This is an optimization exercise on Yosys and OpenROAD, whose aim is small area, not a production implementation. No activity file was given, so power comes from the tool's default toggle rates.

==> flow/design.v <==
module am_sdr_1bit_rx #(
  parameter int PHASE_W   = 24,
  parameter int CIC_ORDER = 3,
  parameter int DEC_LOG2  = 8,
  parameter int OUT_W     = 8
) (
  input  logic               clk,
  input  logic               rst_n,
  input  logic               rf_in,
  input  logic [PHASE_W-1:0] tune_word,
  input  logic               tune_load,
  input  logic               pwm_en,
  output logic [OUT_W-1:0]   mag_out,
  output logic               mag_valid,
  output logic               pwm_out
);
  function automatic logic [26:0] rca(input logic [25:0] a, input logic [25:0] b,
                                      input logic ci);
    logic c;
    logic [26:0] r;
    c = ci;
    for (int i = 0; i < 26; i++) begin
      r[i] = a[i] ^ b[i] ^ c;
      c    = (a[i] & b[i]) | (a[i] & c) | (b[i] & c);
    end
    r[26] = c;
    rca = r;
  endfunction
  logic [11:0] ph_lo, ph_hi;         
  logic        ph_c;
  logic [PHASE_W-1:0] tune_reg;
  logic [7:0]  j;                    
  logic [8:0]  jn;                   
  logic [12:0] ph_lo_n;
  logic [1:0]  lo;                   
  logic        tick, ui, uq;
  assign ph_lo_n = 13'(rca(26'(ph_lo), 26'(tune_reg[11:0]), 1'b0));
  assign lo      = ph_hi[11:10] + 2'(ph_c & (&ph_hi[9:0]));
  assign jn      = {1'b0, j} + 9'd1;
  assign ui      = ~(rf_in ^ lo[1]);
  assign uq      = ~(rf_in ^ lo[1] ^ lo[0]);
  logic c_clr;
  always_ff @(posedge clk or negedge rst_n) begin
    if (!rst_n) begin
      tick  <= 1'b0;
      c_clr <= 1'b1;
    end else begin
      tick  <= (j == 8'd255);
      c_clr <= (j == 8'd255);
    end
  end
  always_ff @(posedge clk or negedge rst_n) begin
    if (!rst_n) begin
      ph_lo    <= '0;
      ph_hi    <= '0;
      ph_c     <= 1'b0;
      tune_reg <= '0;
      j        <= 8'd1;
      pwm_out  <= 1'b0;
    end else begin
      ph_lo   <= ph_lo_n[11:0];
      ph_c    <= ph_lo_n[12];
      ph_hi   <= 12'(rca(26'(ph_hi), 26'(tune_reg[23:12]), ph_c));
      if (tune_load) tune_reg <= tune_word;
      j       <= j + 8'd1;
      pwm_out <= pwm_en & (j != 8'd0) & ~(mag_out < j);
    end
  end
  logic [15:0] wc;
  logic [14:0] wa;
  logic [15:0] wb;
  logic [7:0]  wa_hi;
  logic [15:0] wb_half;
  always_ff @(posedge clk or negedge rst_n) begin
    if (!rst_n)
      wc <= 16'd3;
    else if (j == 8'd255)
      wc <= 16'd1;
    else
      wc <= 16'(rca(26'(wc), 26'(jn), 1'b1));
  end
  always_comb begin
    wa_hi   = 8'(rca(26'(wc[14:7]), 26'({~jn[6:0], 1'b1}), 1'b0));
    wa      = {wa_hi, wc[6:0]};
    wb_half = 16'(rca(26'({jn[8] ^ jn[7], ~jn[7], jn[6:0], 7'b1000000}), 26'(16'(~wc)), 1'b1));
    wb      = {wb_half[14:0], 1'b0};
  end
  logic [15:0] a_lo_i, a_lo_q, b_lo_i, b_lo_q, c_lo_i, c_lo_q;
  logic [8:0]  a_hi_i, a_hi_q;
  logic [7:0]  b_hi_i, b_hi_q;
  logic [5:0]  c_hi_i, c_hi_q;
  logic        a_c_i, a_c_q, b_c_i, b_c_q, c_c_i, c_c_q;
  logic [1:0]  n_dec;
  logic        lsb_a;
  assign lsb_a = ~n_dec[0];
  logic [16:0] na_i, na_q, nb_i, nb_q, nc_i, nc_q;
  always_ff @(posedge clk) begin
    c_lo_i <= nc_i[15:0];  c_c_i <= nc_i[16];
    c_lo_q <= nc_q[15:0];  c_c_q <= nc_q[16];
    c_hi_i <= c_clr ? 6'd0 : 6'(rca(26'(c_hi_i), 26'd0, c_c_i));
    c_hi_q <= c_clr ? 6'd0 : 6'(rca(26'(c_hi_q), 26'd0, c_c_q));
  end
  always_comb begin
    na_i = 17'(rca(26'(tick ? b_lo_i : a_lo_i), 26'(wa & {15{ui}}), 1'b0));
    na_q = 17'(rca(26'(tick ? b_lo_q : a_lo_q), 26'(wa & {15{uq}}), 1'b0));
    nb_i = 17'(rca(26'(tick ? c_lo_i : b_lo_i), 26'(wb & {16{ui}}), 1'b0));
    nb_q = 17'(rca(26'(tick ? c_lo_q : b_lo_q), 26'(wb & {16{uq}}), 1'b0));
    nc_i = 17'(rca(26'(c_clr ? 16'd0 : c_lo_i), 26'(wc & {16{ui}}), 1'b0));
    nc_q = 17'(rca(26'(c_clr ? 16'd0 : c_lo_q), 26'(wc & {16{uq}}), 1'b0));
  end
  always_ff @(posedge clk or negedge rst_n) begin
    if (!rst_n) begin
      a_lo_i <= 16'h29c0; a_lo_q <= 16'h29c0; a_hi_i <= 9'h06b; a_hi_q <= 9'h06b;
      b_lo_i <= 16'hd63f; b_lo_q <= 16'hd63f; b_hi_i <= 8'h15;  b_hi_q <= 8'h15;
      a_c_i <= 1'b0; a_c_q <= 1'b0; b_c_i <= 1'b0; b_c_q <= 1'b0;
      n_dec  <= 2'd0;
    end else begin
      a_lo_i <= na_i[15:0];  a_c_i <= na_i[16];
      a_lo_q <= na_q[15:0];  a_c_q <= na_q[16];
      b_lo_i <= nb_i[15:0];  b_c_i <= nb_i[16];
      b_lo_q <= nb_q[15:0];  b_c_q <= nb_q[16];
      a_hi_i <= 9'(rca(26'(tick ? {1'b0, b_hi_i} : a_hi_i), 26'd0, tick ? b_c_i : a_c_i));
      a_hi_q <= 9'(rca(26'(tick ? {1'b0, b_hi_q} : a_hi_q), 26'd0, tick ? b_c_q : a_c_q));
      b_hi_i <= 8'(rca(26'(tick ? {2'b0, c_hi_i} : b_hi_i), 26'd0, tick ? c_c_i : b_c_i));
      b_hi_q <= 8'(rca(26'(tick ? {2'b0, c_hi_q} : b_hi_q), 26'd0, tick ? c_c_q : b_c_q));
      if (tick && n_dec != 2'd3) n_dec <= n_dec + 2'd1;
    end
  end
  logic [24:0] acc_ai, acc_aq;
  logic        neg_i, neg_q;
  logic [29:0] s_i, s_q;
  assign acc_ai = {a_hi_i, a_lo_i};
  assign acc_aq = {a_hi_q, a_lo_q};
  assign neg_i  = ~acc_ai[24] & ~acc_ai[23];
  assign neg_q  = ~acc_aq[24] & ~acc_aq[23];
  assign s_i    = {{5{neg_i}}, acc_ai[24] | ~acc_ai[23], acc_ai[22:0], lsb_a};
  assign s_q    = {{5{neg_q}}, acc_aq[24] | ~acc_aq[23], acc_aq[22:0], lsb_a};
  logic       d0;
  logic [8:0] t_i, t_q;
  assign d0 = (j[1:0] == 2'd2);
  always_comb begin
    case (j[1:0])
      2'd2:    begin t_i = s_i[8:0];   t_q = s_q[8:0];   end
      2'd3:    begin t_i = s_i[17:9];  t_q = s_q[17:9];  end
      default: begin t_i = s_i[26:18]; t_q = s_q[26:18]; end
    endcase
  end
  logic        cab_i, cab_q, c1, c2, cge, mp_i, mp_q;      
  logic [7:0]  mag_pend;
  logic [8:0]  m_i, m_q, hm_i, hm_q, nq;
  logic        pi_, pq_;
  logic [9:0]  inc_i, inc_q, sum1, sum2, cmp;
  always_comb begin
    inc_i = 10'(rca(26'(t_i ^ {9{neg_i}}), 26'd0, d0 ? neg_i : cab_i));
    inc_q = 10'(rca(26'(t_q ^ {9{neg_q}}), 26'd0, d0 ? neg_q : cab_q));
    m_i   = inc_i[8:0];
    m_q   = inc_q[8:0];
    pi_   = d0 ? 1'b0 : mp_i;
    pq_   = d0 ? 1'b0 : mp_q;
    hm_i  = {m_i[8:1], m_i[0] & ~d0};
    hm_q  = {m_q[8:1], m_q[0] & ~d0};
    sum1  = 10'(rca(26'({m_i[7:0], pi_}), 26'(hm_q), d0 ? 1'b0 : c1));    
    sum2  = 10'(rca(26'({m_q[7:0], pq_}), 26'(hm_i), d0 ? 1'b0 : c2));    
    nq    = ~m_q;
    cmp   = 10'(rca(26'(m_i), 26'(nq), d0 ? 1'b1 : cge));                 
  end
  always_ff @(posedge clk) begin
    cab_i <= inc_i[9];
    cab_q <= inc_q[9];
    mp_i  <= m_i[8];
    mp_q  <= m_q[8];
    c1    <= sum1[9];
    c2    <= sum2[9];
    cge   <= cmp[9];
    if (tick) mag_pend <= cmp[9] ? sum1[7:0] : sum2[7:0];
  end
  logic seen;                        
  assign seen = (n_dec != 2'd0);
  always_ff @(posedge clk or negedge rst_n) begin
    if (!rst_n) begin
      mag_out   <= '0;
      mag_valid <= 1'b0;
    end else begin
      mag_valid <= seen & (j == 8'd4);
      if (seen & (j == 8'd4)) mag_out <= mag_pend;
    end
  end
endmodule
==> flow/config.mk <==
export PLATFORM = sky130hd
export DESIGN_NAME = am_sdr_1bit_rx
export DESIGN_NICKNAME = am_sdr_1bit_rx
export VERILOG_FILES = /design/flow/design.v
export SDC_FILE = /design/flow/constraint.sdc
export NUM_CORES = 4
export LEC_CHECK = 0
export ABC_AREA = 1
export CAP_MARGIN = 0
export CORE_MARGIN = 2
export CORE_UTILIZATION = 60
export SLEW_MARGIN = 20
==> flow/constraint.sdc <==
create_clock -name core_clock -period 8.0 [get_ports {clk}]
set_input_delay 1.6000 -clock core_clock [delete_from_list [all_inputs] [get_ports {clk}]]
set_output_delay 1.6000 -clock core_clock [all_outputs]
set_load 0.01 [all_outputs]
standard.sh (not shown) runs the stock make flow with config.mk's settings and CLKGATE_MAP_FILE= SYNTH_SCRIPT=/design/flow/synth_recipe.tcl, a recipe that flattens the netlist after the stock synthesis.
==> flow/flow/run.sh <==
#!/bin/bash
# The standard layout (standard.sh: the standard flow's synthesis and ORFS flow), with two changes:
# clock tree synthesis without dummy loads, and the smallest buffer on each port.
# make's output goes to flow_make.log; each ORFS step keeps its own log under orfs/logs/.
set -euo pipefail
bash standard.sh \
  "CTS_ARGS=-sink_clustering_enable -repair_clock_nets -sink_clustering_size 45 -sink_clustering_max_diameter 70 -buf_list sky130_fd_sc_hd__clkbuf_16 -dont_use_dummy_load" \
  "BUFFER_PORTS_ARGS=-buffer_cell sky130_fd_sc_hd__buf_1" \
  finish > flow_make.log 2>&1
Edit:
--- a/flow/config.mk
+++ b/flow/config.mk
@@ -11 +11 @@
-export CORE_UTILIZATION = 60
+export CORE_UTILIZATION = 80
Design area shrinks by 1.1%.
Die area shrinks by 24%.
Combinational power is higher by about 3%.
Total power stays flat.
Synthesized area is unchanged.
Critical path depth does not change.
Sequential power stays flat.
Via count came out higher by 6.5%.
Utilization climbs by 21 points.
Edit:
--- a/flow/flow/run.sh
+++ b/flow/flow/run.sh
@@ -7 +7 @@
-  "CTS_ARGS=-sink_clustering_enable -repair_clock_nets -sink_clustering_size 45 -sink_clustering_max_diameter 70 -buf_list sky130_fd_sc_hd__clkbuf_16 -dont_use_dummy_load" \
+  "CTS_ARGS=-sink_clustering_enable -repair_clock_nets -sink_clustering_size 20 -sink_clustering_max_diameter 40 -buf_list sky130_fd_sc_hd__clkbuf_8 -dont_use_dummy_load" \
--- a/flow/config.mk
+++ b/flow/config.mk
@@ -11 +11 @@
-export CORE_UTILIZATION = 80
+export CORE_UTILIZATION = 70
Effect:
- setup slack improved by 0.22 ns
- fmax grows by a few percent
- global-route usage shrinks by 5.9 points
- clock skew grows by 0.020 ns
- die area grows by roughly a tenth
- design area grows slightly
- synthesized area stays the same
- combinational power shrinks by a few percent
No run of this note included a check of the RTL's function; only the layout flow was run.

==> what the ideal ports hide <==
How much do the figures lean on ideal ports? The routed layouts below were timed once more, with nothing changed but the port constraints. Step 1, drivers: a clkbuf_16 drives clk and a buf_2 each remaining input, both assumed. Step 2 also shifts input and output timing later by t, the mid clock arrival at the registers, as if the neighbouring blocks saw the same clock. Three values: ideal ports, drivers, drivers and shift; two values: the first two.
run | shift t [ns] | setup WS [ns] | worst setup path after step 2 | latest minus earliest clock arrival (ns)
the first run | 0.534 | 0.334 / 0.358 / -0.176 | input to register | 0.044 / 0.044
the second run | 0.519 | 0.190 / 0.212 / -0.307 | input to register | 0.032 / 0.032
the third run | 0.553 | 0.406 / 0.420 / -0.134 | input to register | 0.051 / 0.051
Met with ideal ports but missed after step 2: setup timing in every run listed. For the third run, which loses most, drivers alone change the setup slack by +0.014 ns; drivers and shift together by -0.540 ns.
